Background: an optimization exercise with open tools, aiming at small area, a short achievable clock period and few clock cycles per item. Do not read the settings as production practice. In this exercise RTL edits were held to simulation tests only and were not proved equivalent to the original. No activity file was given, so power comes from the tool's default toggle rates.

Design double_ended_queue_unit, start of the top module:
module double_ended_queue_unit
(
    input  wire logic                         i_clk,
    input  wire logic                         i_rst_n,
    input  wire logic                         start,
    output logic                              busy,
    input  wire logic        [2:0]            i_operation,
    input  wire logic signed [WORD_WIDTH-1:0] i_push_value,
    output logic                              o_valid,
    output logic             [1:0]            o_status,
    output logic signed      [WORD_WIDTH-1:0] o_peek_value,
    output logic             [CNT_W-1:0]      o_element_count
);
export LEC_CHECK = 0
export CAP_MARGIN = 20
export CORE_MARGIN = 2
export CORE_UTILIZATION = 60
export SETUP_SLACK_MARGIN = 1.8
export SLEW_MARGIN = 20
create_clock -name core_clock -period 4.0 [get_ports {i_clk}]
standard.sh (not shown) runs the stock make flow with config.mk's settings and CLKGATE_MAP_FILE= SYNTH_SCRIPT=/design/flow/synth_recipe.tcl, a recipe that flattens the netlist after the stock synthesis.
==> flow/flow/run.sh <==
#!/bin/bash
set -euo pipefail
bash standard.sh MATCH_CELL_FOOTPRINT=0 "BUFFER_PORTS_ARGS=-buffer_cell sky130_fd_sc_hd__buf_4" finish > flow_make.log 2>&1
Testbench counts at the start, summed over its fixed seeds: cycles 24,016, ops 24,000.
Next try:
- CTS_CLUSTER_DIAMETER: default -> 60
- CTS_CLUSTER_SIZE: default -> 30
Effect: Hold slack is better by 0.029 ns. Design area drops by 2.7%. Die area stays the same. Setup slack got worse by 0.020 ns.

== zinc ==
The RTL this note starts from:
==> flow/design.v <==
`default_nettype none
package deq_pkg;
    localparam int DEPTH      = 64;
    localparam int WORD_WIDTH = 32;
    localparam int IDX_W      = $clog2(DEPTH);
    localparam int CNT_W      = $clog2(DEPTH + 1);
    typedef enum logic [2:0] {
        OP_PUSH_FRONT = 3'd0,
        OP_PUSH_BACK  = 3'd1,
        OP_POP_FRONT  = 3'd2,
        OP_POP_BACK   = 3'd3,
        OP_PEEK_FRONT = 3'd4,
        OP_PEEK_BACK  = 3'd5
    } t_op;
    typedef enum logic [1:0] {
        ST_OK    = 2'd0,
        ST_EMPTY = 2'd1,
        ST_FULL  = 2'd2
    } t_status;
endpackage
`default_nettype wire
`default_nettype none
import deq_pkg::*;
module double_ended_queue_unit
(
    input  wire logic                         i_clk,
    input  wire logic                         i_rst_n,
    input  wire logic                         start,
    output logic                              busy,
    input  wire logic        [2:0]            i_operation,
    input  wire logic signed [WORD_WIDTH-1:0] i_push_value,
    output logic                              o_valid,
    output logic             [1:0]            o_status,
    output logic signed      [WORD_WIDTH-1:0] o_peek_value,
    output logic             [CNT_W-1:0]      o_element_count
);
    logic [IDX_W-1:0] r_head;      
    logic [IDX_W-1:0] r_tail;      
    logic [CNT_W-1:0] r_count;
    logic             r_empty;     
    logic             r_full;      
    logic             r_one;       
    logic             r_almost;    
    logic [IDX_W-1:0] w_head_m1;   
    logic [IDX_W-1:0] w_tail_m1;   
    assign w_head_m1 = r_head - IDX_W'(1);
    assign w_tail_m1 = r_tail - IDX_W'(1);
    logic w_take;
    logic w_is_pf, w_is_pb, w_is_qf, w_is_qb, w_is_kf, w_is_kb;
    logic w_pf, w_pb, w_qf, w_qb, w_kf, w_kb, w_push, w_pop;
    assign w_take  = i_rst_n && start;
    assign w_is_pf = (i_operation == 3'd0);
    assign w_is_pb = (i_operation == 3'd1);
    assign w_is_qf = (i_operation == 3'd2);
    assign w_is_qb = (i_operation == 3'd3);
    assign w_is_kf = (i_operation == 3'd4);
    assign w_is_kb = (i_operation == 3'd5);
    assign w_pf   = w_take && w_is_pf && !r_full;
    assign w_pb   = w_take && w_is_pb && !r_full;
    assign w_qf   = w_take && w_is_qf && !r_empty;
    assign w_qb   = w_take && w_is_qb && !r_empty;
    assign w_kf   = w_take && w_is_kf && !r_empty;
    assign w_kb   = w_take && w_is_kb && !r_empty;
    assign w_push = w_pf || w_pb;
    assign w_pop  = w_qf || w_qb;
    always_ff @(posedge i_clk) begin
        if (!i_rst_n) begin
            r_head    <= '0;
            r_tail    <= '0;
            r_count   <= '0;
            r_empty   <= 1'b1;
            r_full    <= 1'b0;
            r_one     <= 1'b0;
            r_almost  <= 1'b0;
        end else begin
            if (w_pf)      r_head <= w_head_m1;
            else if (w_qf) r_head <= r_head + IDX_W'(1);
            if (w_pb)      r_tail <= r_tail + IDX_W'(1);
            else if (w_qb) r_tail <= w_tail_m1;
            if (w_push) begin
                r_count  <= r_count + CNT_W'(1);
                r_empty  <= 1'b0;
                r_full   <= r_almost;
                r_one    <= r_empty;
                r_almost <= (r_count == CNT_W'(DEPTH - 2));
            end else if (w_pop) begin
                r_count  <= r_count - CNT_W'(1);
                r_empty  <= r_one;
                r_full   <= 1'b0;
                r_one    <= (r_count == CNT_W'(2));
                r_almost <= r_full;
            end
        end
    end
    logic [DEPTH-1:0]      s_we;       
    logic [WORD_WIDTH-1:0] s_wdata;
    logic [DEPTH-1:0]      s_rsel;     
    logic                  s_valid;
    logic [1:0]            s_status;
    always_ff @(posedge i_clk) begin
        for (int i = 0; i < DEPTH; i++) begin
            s_we[i]   <= (w_pf && (w_head_m1 == IDX_W'(i))) ||
                         (w_pb && (r_tail    == IDX_W'(i)));
            s_rsel[i] <= (w_kf && (r_head    == IDX_W'(i))) ||
                         (w_kb && (w_tail_m1 == IDX_W'(i)));
        end
        s_wdata <= i_push_value;
        s_valid <= w_take;
        if ((w_is_pf || w_is_pb) && r_full) begin
            s_status <= ST_FULL;
        end else if ((w_is_qf || w_is_qb || w_is_kf || w_is_kb) && r_empty) begin
            s_status <= ST_EMPTY;
        end else begin
            s_status <= ST_OK;
        end
    end
    logic [WORD_WIDTH-1:0] r_ring [DEPTH];
    for (genvar g = 0; g < DEPTH; g++) begin : g_word
        always_ff @(posedge i_clk) begin
            if (s_we[g]) r_ring[g] <= s_wdata;
        end
    end
    localparam int HALF = DEPTH / 2;
    logic [WORD_WIDTH-1:0] w_part_lo, w_part_hi;
    logic [WORD_WIDTH-1:0] m_part_lo, m_part_hi;
    logic                  m_valid;
    logic [1:0]            m_status;
    logic [CNT_W-1:0]      m_count;
    always_comb begin
        w_part_lo = '0;
        w_part_hi = '0;
        for (int i = 0; i < HALF; i++) begin
            w_part_lo = w_part_lo | ({WORD_WIDTH{s_rsel[i]}}        & r_ring[i]);
            w_part_hi = w_part_hi | ({WORD_WIDTH{s_rsel[HALF + i]}} & r_ring[HALF + i]);
        end
    end
    always_ff @(posedge i_clk) begin
        if (!i_rst_n) m_valid <= 1'b0;
        else          m_valid <= s_valid;
        m_status  <= s_status;
        m_count   <= r_count;    
        m_part_lo <= w_part_lo;
        m_part_hi <= w_part_hi;
    end
    logic                  r_valid;
    logic [1:0]            r_status;
    logic [WORD_WIDTH-1:0] r_value;
    logic [CNT_W-1:0]      r_ocount;
    always_ff @(posedge i_clk) begin
        if (!i_rst_n) r_valid <= 1'b0;
        else          r_valid <= m_valid;
        r_status <= m_status;
        r_ocount <= m_count;
        r_value  <= m_part_lo | m_part_hi;
    end
    assign busy            = 1'b0;
    assign o_valid         = r_valid;
    assign o_status        = r_status;
    assign o_peek_value    = r_value;
    assign o_element_count = r_ocount;
endmodule
`default_nettype wire
clock: 4.0 ns
lec_check: 0
cap_margin: 20
core_margin: 2
core_utilization: 70
cts_cluster_diameter: 60
cts_cluster_size: 30
place_density: 0.72
setup_slack_margin: 1.9
slew_margin: 20
Scripts as last shown in full above: flow/flow/run.sh
Testbench counts of zinc, summed over its fixed seeds: cycles 24,024, ops 24,000.
Setup changes, zinc to juniper
- PLACE_DENSITY no longer set, was 0.72
- CORE_UTILIZATION now 60, was 70
--- outcome ---
zinc ended with every stage complete and zero timing, DRC or antenna violations. In summary, juniper completed successfully, with a layout that passed the timing, design-rule and antenna checks. Looking at start point of the critical path, the s_rsel[34]$_DFF_P_ result is from zinc; the r_tail[2]$_SDFFE_PN0P_ one comes from juniper. juniper consumes more power than zinc does. ~same count of multi-input combinational gates in juniper and zinc. Summary of juniper over zinc: top achievable clock speed increased by 3.1% relative to the old numbers; routed wire length shows an increase of 6.4%; floorplan die height increased by 27 µm relative to the old numbers. Going from zinc to juniper, combined buffer and inverter count along the critical path level; cell area power density rose about 0.6%.

[what the ideal ports hide]
In the flow no input, the clock included, has a driving cell. The finished layouts below were timed again as built, in two steps.
Step 1: set_driving_cell puts a clkbuf_16 on i_clk and a buf_2 on each other input, an assumption about the parent block.
Step 2 times the ports against the registers' clock, not the clock port: input delays grow and output delays shrink by t, the midpoint of the rising clock arrivals with the driver on.
Three values: no drivers, after step 1, after step 2; two values: the first two.
run	t (ns)	setup WS [ns]	worst hold slack (ns)	worst setup path after step 2	worst slew at a driven data input, ns
the first run of note 1	0.929	1.734 / 1.734 / 1.197	0.050 / -0.009 / 0.337	input to register	0.10
the second run of note 1	0.887	1.714 / 1.710 / 1.061	0.079 / 0.020 / 0.335	input to register	0.10
zinc	0.860	1.827 / 1.773 / 1.240	0.101 / 0.050 / 0.318	input to register	0.14
juniper	0.875	1.893 / 1.812 / 1.214	0.086 / 0.029 / 0.338	input to register	0.07
After both steps setup and hold are still met in every run listed. For juniper, which loses most, drivers alone change the setup slack by -0.081 ns; drivers and shift together by -0.679 ns.
